Background: an optimization exercise with open tools, aiming at small area. Do not read the settings as production practice.
In this exercise RTL edits were held to simulation tests only and were not proved equivalent to the original.
Power and IR drop assume default switching activity.

===== run.sh =====
#!/bin/bash
# synth_recipe.tcl (not shown) runs the flow's synth.tcl, then flattens the netlist and writes it again
# the make line also repeats each setting of config.mk as NAME=value (left out here)
make -C /OpenROAD-flow-scripts/flow DESIGN_CONFIG=/design/flow/config.mk WORK_HOME=/design/flow/orfs CLKGATE_MAP_FILE= SYNTH_SCRIPT=/design/flow/synth_recipe.tcl finish

===== config.mk =====
export PLATFORM = sky130hd
export DESIGN_NAME = reg_file_mp
export DESIGN_NICKNAME = reg_file_mp
export VERILOG_FILES = /design/flow/design.v
export SDC_FILE = /design/flow/constraint.sdc
export NUM_CORES = 4
export LEC_CHECK = 0
export CAP_MARGIN = 20
export CELL_PAD_IN_SITES_DETAIL_PLACEMENT = 2
export CELL_PAD_IN_SITES_GLOBAL_PLACEMENT = 2
export CORE_MARGIN = 2
export CORE_UTILIZATION = 25
export PLACE_DENSITY = 0.35
export SLEW_MARGIN = 20
export SYNTH_HIERARCHICAL = 1

===== constraint.sdc =====
create_clock -name core_clock -period 5.5 [get_ports {clk}]
set_input_delay 1.1000 -clock core_clock [delete_from_list [all_inputs] [get_ports {clk}]]
set_output_delay 1.1000 -clock core_clock [all_outputs]
set_load 0.01 [all_outputs]

===== design.v =====
package reg_file_pkg;
  localparam int DEF_XLEN = 32;
  localparam int DEF_NREG = 32;
  localparam int DEF_NRD  = 2;
  localparam int DEF_NWR  = 2;
  typedef enum logic {
    IDLE  = 1'b0,
    CLEAR = 1'b1
  } clr_state_e;
endpackage
module reg_file_rd_port (
  input  logic [30:0] sel,
  input  logic [30:0] din,
  input  logic        phase,
  input  logic        rv,
  input  logic        b1,
  input  logic        w1,
  input  logic        b0,
  input  logic        w0,
  output logic        dout
);
  logic [10:0] grp_n;
  for (genvar g = 0; g < 10; g++) begin : g_grp
    reg_file_aoi3 u_aoi (
      .sel (sel[3*g +: 3]),
      .din (din[3*g +: 3]),
      .y   (grp_n[g])
    );
  end
  reg_file_nand #(.N (2)) u_x31 (.a ({sel[30], din[30]}), .y (grp_n[10]));
  logic [2:0] part;
  reg_file_nand #(.N (4)) u_p0 (.a (grp_n[3:0]),  .y (part[0]));
  reg_file_nand #(.N (4)) u_p1 (.a (grp_n[7:4]),  .y (part[1]));
  reg_file_nand #(.N (3)) u_p2 (.a (grp_n[10:8]), .y (part[2]));
  reg_file_rd_or u_or (
    .part  (part),
    .phase (phase),
    .rv    (rv),
    .b1    (b1),
    .w1    (w1),
    .b0    (b0),
    .w0    (w0),
    .y     (dout)
  );
endmodule
module reg_file_aoi3 (
  input  logic [2:0] sel,
  input  logic [2:0] din,
  output logic       y
);
  assign y = ~|(sel & din);
endmodule
module reg_file_nand
#(
  parameter int N = 4
) (
  input  logic [N-1:0] a,
  output logic         y
);
  assign y = ~&a;
endmodule
module reg_file_rd_or (
  input  logic [2:0] part,
  input  logic       phase,
  input  logic       rv,
  input  logic       b1,
  input  logic       w1,
  input  logic       b0,
  input  logic       w0,
  output logic       y
);
  assign y = (((|part) ^ phase) & rv) | (b1 & w1) | (b0 & w0);
endmodule
module reg_file_wbit (
  input  logic s1,
  input  logic w1,
  input  logic s0,
  input  logic w0,
  input  logic h,
  input  logic q,
  output logic d
);
  assign d = ~((s1 & w1) | (s0 & w0) | (h & q));
endmodule
module reg_file_mp
#(
  parameter int XLEN = reg_file_pkg::DEF_XLEN,
  parameter int NREG = reg_file_pkg::DEF_NREG,
  parameter int NRD  = reg_file_pkg::DEF_NRD,
  parameter int NWR  = reg_file_pkg::DEF_NWR
) (
  input  logic                              clk,
  input  logic                              rst,
  input  logic [NWR-1:0]                    we,
  input  logic [NWR*$clog2(NREG)-1:0]       w_addr,
  input  logic [NWR*XLEN-1:0]               w_data,
  input  logic [NRD*$clog2(NREG)-1:0]       r_addr,
  output logic [NRD*XLEN-1:0]               r_data,
  input  logic                              clr_req,
  output logic                              busy
);
  localparam int AW = $clog2(NREG);
  logic [NREG-1:1][XLEN-1:0] regs;    
  logic [AW-1:0]   cnt;
  logic            phase;
  always_ff @(posedge clk) begin
    if (rst || (!busy && clr_req)) begin
      cnt  <= AW'(1);
      busy <= 1'b1;
    end else if (busy) begin
      cnt <= cnt + AW'(1);
      if (cnt == AW'(NREG - 1)) busy <= 1'b0;
    end
  end
  always_ff @(posedge clk) phase <= !rst && !phase;
  logic zero_view;
  assign zero_view = rst || busy;
  logic [NREG-1:1] hit [NWR];
  logic [NREG-1:1] s1, s0, hold;
  always_comb begin
    for (int k = 0; k < NWR; k++)
      for (int i = 1; i < NREG; i++)
        hit[k][i] = we[k] && (w_addr[k*AW +: AW] == AW'(i));
    for (int i = 1; i < NREG; i++) begin
      s1[i]   = zero_view || hit[1][i];
      s0[i]   = !zero_view && hit[0][i] && !hit[1][i];
      hold[i] = !zero_view && !hit[0][i] && !hit[1][i];
    end
  end
  logic [XLEN-1:0] w0x, w1x;
  assign w0x = w_data[0 +: XLEN] ^ {XLEN{phase}};
  assign w1x = (w_data[XLEN +: XLEN] & {XLEN{!zero_view}}) ^ {XLEN{phase}};
  logic [NREG-1:1][XLEN-1:0] regs_d;
  for (genvar i = 1; i < NREG; i++) begin : g_reg
    for (genvar b = 0; b < XLEN; b++) begin : g_bit
      reg_file_wbit u_w (
        .s1 (s1[i]),
        .w1 (w1x[b]),
        .s0 (s0[i]),
        .w0 (w0x[b]),
        .h  (hold[i]),
        .q  (regs[i][b]),
        .d  (regs_d[i][b])
      );
    end
  end
  always_ff @(posedge clk) regs <= regs_d;
  for (genvar j = 0; j < NRD; j++) begin : g_rd
    logic [AW-1:0]  ra;
    logic [NWR-1:0] byp;
    logic [30:0]    sel;
    logic           rv, b1, b0;
    assign ra = r_addr[j*AW +: AW];
    always_comb begin
      for (int k = 0; k < NWR; k++) byp[k] = we[k] && (w_addr[k*AW +: AW] == ra);
      for (int i = 1; i < NREG; i++)
        sel[i-1] = (ra == AW'(i));
      rv = !zero_view && (ra != '0) && !byp[0] && !byp[1];
      b1 = !zero_view && (ra != '0) && byp[1];
      b0 = !zero_view && (ra != '0) && byp[0] && !byp[1];
    end
    for (genvar b = 0; b < XLEN; b++) begin : g_bit
      logic [30:0] din;
      always_comb
        for (int i = 1; i < NREG; i++) din[i-1] = regs[i][b];
      reg_file_rd_port u_rd (
        .sel   (sel),
        .din   (din),
        .phase (phase),
        .rv    (rv),
        .b1    (b1),
        .w1    (w_data[XLEN + b]),
        .b0    (b0),
        .w0    (w_data[b]),
        .dout  (r_data[j*XLEN + b])
      );
    end
  end
endmodule

==> results.yml <==
run_status:
  status: "failed layout checks"
  so_faults: "setup timing"
routing:
  first_pass_iters: 13
  met1_length_um: 133000
  wirelength_um: 345000
  wl_met3_um: 36800
  viasPerCell: 7.81
  wl_per_cell_um: 50.0
  drc: 0
  postRouteAntennaNets: 0
  dr_wl_met2_um: 151000
  top_layer: "met5"
  drt-initial-drc-count: 14100
  via_count: 53800
yosys:
  synth_seq_cells: 999
  yosys.area.top_type: "dfxtp_1"
  synth_nets: 3670
  yosysWarnings: 8
  ys_async_sr_fraction: 0
  avgSynthCellArea_um2: 11.9
  yosysTopAreaCellShare: 0.470
  syn-cell-area_mm2: 0.0425
  synthTopCellsByArea: "dfxtp_1 47%, a222oi_1 38%, nand4_1 1.9%, a31o_1 1.4%, a22o_1 1.3%"
  synth_edf_count: 0
  yosysUniqueCellTypes: 43
  syn-instance-count: 3579
  yosysSeqAreaShare: 0.470
  synthFlopType: "dfxtp_1"
timing:
  slew_headroom: 0.206
  rsz0062_at_grt: "yes"
  setup_viol: 3
  slew_viol_final: 0
  max_slew.worst_pin.slew_ns: 1.19
  fmax_mhz: 181
  final_hold_viol_count: 0
  fin_crit_sh: 1.01
  skew_ns: 0.0237
  layout_setup_ws_ns: -0.0344
  period_needed_ns: 5.53
final_layout:
  final_area_mm2: 0.0608
  layout-area-overhead-vs-synth_pct: 42.8
  final_cell_mix: "1632 x a222oi_1, 998 x dfxtp_1, 533 x buf_4"
  multi_input_area_mm2: 0.0242
  drive_above_1_share: 0.264
  layout_commonest_cell: "a222oi_1"
  final_nets: 4655
  final-seq-area_mm2: 0.0200
  fillers: 17400
power:
  p_per_area_mw_per_mm2: 327
  power_mw: 19.8
  worst_ir_drop_vdd_mv: 0.327
  cellLeakagePower_nw: 21.6
min_path:
  hold_depth: 1
  hold_start: "regs[625]"
  hp-class: "flop to flop"
cts:
  cts_buffer_depth: 3
  root_buffer: "clkbuf_16"
  cts_buffers: 130
  cts_tree: "built"
  clock_sinks: 999
  cts_htree_levels: 4
  path_clk_slew_ns: 0.06
  hold_buffers: 0
  clkLatencyLatePin_ns: 0.82
placement:
  hpwl_um: 221000
  portBuffers: 153
  place_ws_ns: -0.866
  placed_area_mm2: 0.0556
  gp_congestion: 0.902
global_routing:
  grt_pass1_wl_um: 461000
  grt_usage: 0.378
  grt_max_degree: 64
  grt_overflow: 0
  grt_pass1_vias: 54800
  antenna_found_initial: 11
worst_setup_path:
  r2r_setup_slack_ns: 1.48
  end_kind: "output port"
  cp_slowest_stage_delay_ns: 0.55
  path_class: "input pin to output port"
  critPathSlowestCell: "or4_1"
  worst-path-max-fanout: 8
  crit_arrival_ns: 4.43
  rr_startpoint: "busy"
  required_ns: 4.40
  path_cells: "clkdlybuf4s50_1 > buf_6 > nand2b_4 > buf_12 > buf_4 > nor2_4 > buf_4 > a222oi_1 > nand4_1 > buf_6 > or4_1 > a31o_1 > dlygate4sd2_1"
  start_kind: "input pin"
  reg2regPathDepth: 8
  crit_start: "r_addr[6]"
floorplanning:
  die_h_um: 417
  core_mm2: 0.169
  fp.dieW_um: 417
  die_area_mm2: 0.173
  start_util: 0.251
  ios: 154
  num_rows: 151
flow_run:
  cap_violations: 0
==> routing by layer <==
| metal | up-vias | global-route usage |
|---|---|---|
| met3 | 989 | 0.0947 |
| met5 | - | 0.00111 |
| met1 | 28200 | 0.468 |
| met2 | 4258 | 0.582 |
| li1 | 20400 | - |
| met4 | 2 | 0.244 |
==> power by group <==
part	switching, mW	internal [mW]	leakage [nW]	total (mW)
Sequential	0.465	7.77	8.40	8.24
Clock	3.69	5.14	2.14	8.83
Combinational	1.65	1.12	11.0	2.77
Total	5.81	14.0	21.6	19.8
==> Yosys cell counts (7+ instances only) <==
cell type	instances
a21oi_1	36
a222oi_1	1632
a22o_1	64
a31o_1	66
buf_2	10
buf_4	14
buf_6	11
dfxtp_1	999
nand2_1	109
nand2b_1	13
nand3_1	76
nand4_1	130
nor2_1	83
nor2b_1	7
nor3_1	26
nor4_1	8
o21ai_2	30
o31ai_1	64
or4_1	64
xnor2_1	37
xor2_1	49
==> repair_timing <==
item,in CTS,in global routing
gates cloned,0,3
setup endpoints to repair,64,34
resized for setup,101,37
pin swaps,113,61
buffers inserted,44,27
==> per-module statistics from Yosys, one instance, submodules excluded, a selection <==
module	flip-flops and latches	cell area, µm²	copies in the design
reg_file_aoi3	0	10.0	640
reg_file_mp	999	22800	1
reg_file_rd_or	0	32.5	64
reg_file_wbit	0	10.0	992
==> state kept, by name, indices dropped and copies added, names as in the netlist <==
register / count
phase: 1
regs: 992
cnt: 5
busy: 1
==> final timing paths <==
kind / endpoint
setup / recovery: r_data[48]
hold / removal: regs[625]
setup reg to reg: regs[476]
hold reg to reg: regs[625]
==> per-stage QoR <==
stage                     std cells  TNS, ns  utilization  hold slack [ns]
after floorplan                3579        0            -            0.456
after global placement         6576   -17.81        0.328            0.463
after detailed placement       6576   -18.72        0.328            0.479
after CTS                      6855  -0.0362        0.357            0.487
after global routing           6886  -0.0939        0.359            0.499
final                          6888  -0.0815        0.359            0.484
==> critical path, delay by kind of cell <==
| kind | cells | cell delay (ns) |
|---|---|---|
| buf+inv | 7 | 1.62 |
| compound gates | 2 | 0.58 |
| simple gates | 4 | 1.09 |
==> area by class of cell <==
cell class	count	share of cell area
flip-flops and latches	999	0.329
repair buffers	897	0.156
clock inverters	46	0.00816
well taps	2218	0.0457
diodes	2	0.0000824
multi-input cells	2536	0.398
clock buffers	190	0.0631
==> cells by family (layout without fill, tap and decap cells) <==
kind of cell               Yosys count  after routing  synth area share
and+or+nand+nor                    552            552            0.0713
adders and majority gates            2              2          0.000588
xor gates and xnor gates            86             86            0.0177
buffers and inverters               44           1133           0.00738
other                                0              2                 0
DFF                                999            999             0.470
AOI/OAI and AO/OA                 1896           1896             0.433

## static timing again, ports no longer ideal
How much do the figures lean on ideal ports? The routed layout below was timed once more, with nothing changed but the port constraints.
Step 1 sets driving cells, clkbuf_16 on the clock port and buf_2 on the other inputs (assumed; they add their load-dependent delay and slew).
Step 2 adds t to the input delays and takes it off the output delays; t is the mean of the earliest and latest rising clock arrival at the registers after step 1. Input paths then give back, and output paths get back, about the clock's delay inside the block.
Three values: no drivers, after step 1, after step 2; two values: the first two.
shift t [ns]: 0.889
setup WS [ns]: -0.034 / -0.089 / -0.089
worst setup path at the end: input to output
worst register clock-pin slew, ns: 0.07 / 0.07
worst slew at a driven data input, ns: 0.07
The setup slack of this run moves by -0.055 ns with the drivers and by -0.055 ns with both steps.
